Context: an optimization exercise on an open-source flow, tuned for small area. The choices shown serve that exercise and are no tape-out recipe.
The RTL was checked by simulation tests, not by an equivalence proof against the original design.
Power is estimated from default activity; no workload was simulated.

==> flow/design.v <==
module regfile_sb #(
  parameter int XLEN     = 32,
  parameter int NREGS    = 32,
  parameter int NRD      = 2,
  parameter int ZERO_REG = 1,
  parameter int BYPASS   = 1,
  parameter int AW       = $clog2(NREGS)
) (
  input  logic                 clk_i,
  input  logic                 reset_i,
  input  logic                 wen_i,
  input  logic [AW-1:0]        rd_idx_i,
  input  logic [XLEN-1:0]      rd_data_i,
  input  logic                 reserve_i,
  input  logic [AW-1:0]        reserve_idx_i,
  input  logic                 flush_i,
  input  logic [NRD*AW-1:0]    rs_idx_i,
  output logic [NRD*XLEN-1:0]  rs_data_o,
  output logic [NRD-1:0]       rs_busy_o,
  output logic [NREGS-1:0]     busy_o
);
  logic [XLEN-1:0]  data_r [1:NREGS-1];
  logic [NREGS-1:1] valid_r;
  logic [NREGS-1:1] busy_r;
  logic [NREGS-1:1] wdec_s;
  logic [NREGS-1:1] rdec_s;
  logic [NREGS-1:1] valid_d_s;
  logic [NREGS-1:1] busy_d_s;
  logic [3:0] wlo_s, rlo_n_s;
  logic [7:0] whi_s, rhi_n_s;
  logic [NREGS-1:1] wdec_n_s;
  logic [NREGS-1:1] bz_s;
  always_comb begin
    for (int a = 0; a < 4; a++) begin
      wlo_s[a]   = (rd_idx_i[1:0] == 2'(a));
      rlo_n_s[a] = !(reserve_idx_i[1:0] == 2'(a));
    end
    for (int b = 0; b < 8; b++) begin
      whi_s[b]   = wen_i && (rd_idx_i[4:2] == 3'(b));
      rhi_n_s[b] = !(reserve_i && (reserve_idx_i[4:2] == 3'(b)));
    end
  end
  for (genvar i = 1; i < NREGS; i++) begin : g_wr
    regfile_sb_nand2 u_wdn  (.a_i({wlo_s[i%4], whi_s[i/4]}),     .y_o(wdec_n_s[i]));
    regfile_sb_inv   u_wd   (.a_i(wdec_n_s[i]),                   .y_o(wdec_s[i]));
    regfile_sb_nor2  u_rdec (.a_i({rlo_n_s[i%4], rhi_n_s[i/4]}), .y_o(rdec_s[i]));
    regfile_sb_or2   u_vnxt (.a_i({valid_r[i], wdec_s[i]}),       .y_o(valid_d_s[i]));
    regfile_sb_aoi21 u_bz   (.a_i({busy_r[i], wdec_n_s[i]}), .b_i(rdec_s[i]), .y_o(bz_s[i]));
    regfile_sb_nor2  u_bnxt (.a_i({flush_i, bz_s[i]}),                        .y_o(busy_d_s[i]));
  end
  always_ff @(posedge clk_i) begin
    for (int i = 1; i < NREGS; i++) begin
      if (wdec_s[i]) data_r[i] <= rd_data_i;
    end
  end
  always_ff @(posedge clk_i or negedge reset_i) begin
    if (!reset_i) begin
      valid_r <= '0;
      busy_r  <= '0;
    end else begin
      valid_r <= valid_d_s;
      busy_r  <= busy_d_s;
    end
  end
  for (genvar k = 0; k < NRD; k++) begin : g_rd
    logic [AW-1:0]    idx_s;
    logic             byp_s;
    logic             bsel_s;
    logic [3:0]       lo_s;
    logic [7:0]       hi_s;
    logic [NREGS-1:1] sel_s;
    assign idx_s  = rs_idx_i[k*AW +: AW];
    assign byp_s  = wen_i && (rd_idx_i == idx_s) && (idx_s != '0);
    assign bsel_s = reset_i && byp_s;
    always_comb begin
      for (int a = 0; a < 4; a++)
        lo_s[a] = (idx_s[1:0] == 2'(a));
      for (int b = 0; b < 8; b++)
        hi_s[b] = reset_i && !byp_s && (idx_s[4:2] == 3'(b));
    end
    for (genvar i = 1; i < NREGS; i++) begin : g_sel
      regfile_sb_and3 u_sel (.a_i({lo_s[i%4], hi_s[i/4], valid_r[i]}), .y_o(sel_s[i]));
    end
    for (genvar b = 0; b < XLEN; b++) begin : g_bit
      logic [NREGS-1:0] col_s;
      for (genvar i = 1; i < NREGS; i++) begin : g_col
        assign col_s[i] = data_r[i][b];
      end
      assign col_s[0] = rd_data_i[b];
      regfile_sb_aor32 u_mux (
        .sel_i ({sel_s, bsel_s}),
        .dat_i (col_s),
        .y_o   (rs_data_o[k*XLEN + b])
      );
    end
    logic [NREGS-1:0] bv_s;
    logic [7:0]       grp_s;
    assign bv_s = {busy_r, 1'b0};
    for (genvar b = 0; b < 8; b++) begin : g_bgrp
      regfile_sb_aor4 u_g (.sel_i(lo_s), .dat_i(bv_s[4*b +: 4]), .y_o(grp_s[b]));
    end
    regfile_sb_aor8 u_bsy (.sel_i(hi_s), .dat_i(grp_s), .y_o(rs_busy_o[k]));
  end
  assign busy_o = {busy_r, 1'b0};
endmodule
module regfile_sb_aor32 (
  input  logic [31:0] sel_i,
  input  logic [31:0] dat_i,
  output logic        y_o
);
  logic [11:0] n_s;
  for (genvar g = 0; g < 10; g++) begin : g_aoi
    regfile_sb_aoi222 u_aoi (
      .a_i (sel_i[3*g +: 3]),
      .b_i (dat_i[3*g +: 3]),
      .y_o (n_s[g])
    );
  end
  regfile_sb_nand2 u_n30 (.a_i({sel_i[30], dat_i[30]}), .y_o(n_s[10]));
  regfile_sb_nand2 u_n31 (.a_i({sel_i[31], dat_i[31]}), .y_o(n_s[11]));
  logic [2:0] o_s;
  regfile_sb_nand4 u_n0 (.a_i(n_s[3:0]),  .y_o(o_s[0]));
  regfile_sb_nand4 u_n1 (.a_i(n_s[7:4]),  .y_o(o_s[1]));
  regfile_sb_nand4 u_n2 (.a_i(n_s[11:8]), .y_o(o_s[2]));
  regfile_sb_or3   u_o  (.a_i(o_s),       .y_o(y_o));
endmodule
module regfile_sb_aoi222 (
  input  logic [2:0] a_i,
  input  logic [2:0] b_i,
  output logic       y_o
);
  assign y_o = !((a_i[0] && b_i[0]) || (a_i[1] && b_i[1]) || (a_i[2] && b_i[2]));
endmodule
module regfile_sb_nand2 (
  input  logic [1:0] a_i,
  output logic       y_o
);
  assign y_o = !(&a_i);
endmodule
module regfile_sb_nand4 (
  input  logic [3:0] a_i,
  output logic       y_o
);
  assign y_o = !(&a_i);
endmodule
module regfile_sb_or3 (
  input  logic [2:0] a_i,
  output logic       y_o
);
  assign y_o = |a_i;
endmodule
module regfile_sb_aor4 (
  input  logic [3:0] sel_i,
  input  logic [3:0] dat_i,
  output logic       y_o
);
  logic [1:0] n_s;
  regfile_sb_aoi222 u_a0 (.a_i(sel_i[2:0]), .b_i(dat_i[2:0]), .y_o(n_s[0]));
  regfile_sb_nand2  u_a1 (.a_i({sel_i[3], dat_i[3]}),         .y_o(n_s[1]));
  regfile_sb_nand2  u_n  (.a_i(n_s),                          .y_o(y_o));
endmodule
module regfile_sb_aor8 (
  input  logic [7:0] sel_i,
  input  logic [7:0] dat_i,
  output logic       y_o
);
  logic [3:0] n_s;
  regfile_sb_aoi222 u_a0 (.a_i(sel_i[2:0]), .b_i(dat_i[2:0]), .y_o(n_s[0]));
  regfile_sb_aoi222 u_a1 (.a_i(sel_i[5:3]), .b_i(dat_i[5:3]), .y_o(n_s[1]));
  regfile_sb_nand2  u_a2 (.a_i({sel_i[6], dat_i[6]}),         .y_o(n_s[2]));
  regfile_sb_nand2  u_a3 (.a_i({sel_i[7], dat_i[7]}),         .y_o(n_s[3]));
  regfile_sb_nand4  u_n  (.a_i(n_s),                          .y_o(y_o));
endmodule
module regfile_sb_nor2 (
  input  logic [1:0] a_i,
  output logic       y_o
);
  assign y_o = !(|a_i);
endmodule
module regfile_sb_or2 (
  input  logic [1:0] a_i,
  output logic       y_o
);
  assign y_o = |a_i;
endmodule
module regfile_sb_and3 (
  input  logic [2:0] a_i,
  output logic       y_o
);
  assign y_o = &a_i;
endmodule
module regfile_sb_inv (
  input  logic a_i,
  output logic y_o
);
  assign y_o = !a_i;
endmodule
module regfile_sb_aoi21 (
  input  logic [1:0] a_i,
  input  logic       b_i,
  output logic       y_o
);
  assign y_o = !((a_i[0] && a_i[1]) || b_i);
endmodule
==> flow/config.mk <==
export PLATFORM = sky130hd
export DESIGN_NAME = regfile_sb
export DESIGN_NICKNAME = regfile_sb
export VERILOG_FILES = /design/flow/design.v
export SDC_FILE = /design/flow/constraint.sdc
export NUM_CORES = 4
export LEC_CHECK = 0
export CAP_MARGIN = 20
export CORE_MARGIN = 2
export CORE_UTILIZATION = 40
export CTS_BUF_LIST = sky130_fd_sc_hd__clkbuf_8
export CTS_CLUSTER_DIAMETER = 100
export CTS_CLUSTER_SIZE = 16
export SLEW_MARGIN = 20
export SYNTH_HIERARCHICAL = 1
export SYNTH_MINIMUM_KEEP_SIZE = 0
==> flow/constraint.sdc <==
create_clock -name core_clock -period 8.0 [get_ports {clk_i}]
set_input_delay 1.6000 -clock core_clock [delete_from_list [all_inputs] [get_ports {clk_i}]]
set_output_delay 1.6000 -clock core_clock [all_outputs]
set_load 0.01 [all_outputs]
standard.sh (not shown) runs the stock make flow with config.mk's settings and CLKGATE_MAP_FILE= SYNTH_SCRIPT=/design/flow/synth_recipe.tcl, a recipe that flattens the netlist after the stock synthesis.
==> flow/flow/run.sh <==
#!/bin/bash
set -o pipefail
eval "$(sed -n 's/^export \(CTS_BUF_LIST\|CTS_CLUSTER_SIZE\|CTS_CLUSTER_DIAMETER\) *= *\(.*\)$/\1="\2"/p' config.mk)"
grep -E "CTS_|MARGIN|UTIL" config.mk > cts_settings.log 2>&1
export BUFFER_PORTS_ARGS="-buffer_cell sky130_fd_sc_hd__buf_1"
export CTS_ARGS="-sink_clustering_enable -repair_clock_nets -dont_use_dummy_load -buf_list {${CTS_BUF_LIST}} -sink_clustering_size ${CTS_CLUSTER_SIZE} -sink_clustering_max_diameter ${CTS_CLUSTER_DIAMETER}"
echo "CTS_ARGS=$CTS_ARGS" >> cts_settings.log
bash standard.sh > standard_flow.log 2>&1
The baseline went through all stages and came out clean.
Next try:
CORE_UTILIZATION = 50   (was 40)
=> The changed run produced a clean layout. Routed wire length is lower by 3.7%. Cell area decreases by 1.3%. Core utilization climbs by 11 points. Sequential power stays flat. Die area is lower by 20%. Clock power hardly moves.

[port drivers added, routing unchanged]
The results above use ideal ports. As a check the final layouts listed here were re-extracted and re-timed, cells and wires unchanged. Step 1: set_driving_cell puts a clkbuf_16 on clk_i and a buf_2 on each other input, an assumption about the parent block. Step 2, shift: input delay + t, output delay - t, t = (earliest + latest rising clock arrival at the registers) / 2. This alone moves slack from input paths to output paths. Slacks: no drivers / after step 1 / after step 2; pairs: no drivers / after step 1.
run	shift t [ns]	slack for setup (ns)	worst slew at a driven data input, ns	pins driven straight from the clock port
the first run	0.783	1.115 / 1.090 / 1.090	0.13	1
the second run	0.768	1.064 / 1.042 / 1.042	0.07	1
After both steps every run listed still meets setup and hold. The setup slack of the first run, which loses most, moves by -0.025 ns with the drivers and by -0.025 ns with both steps.
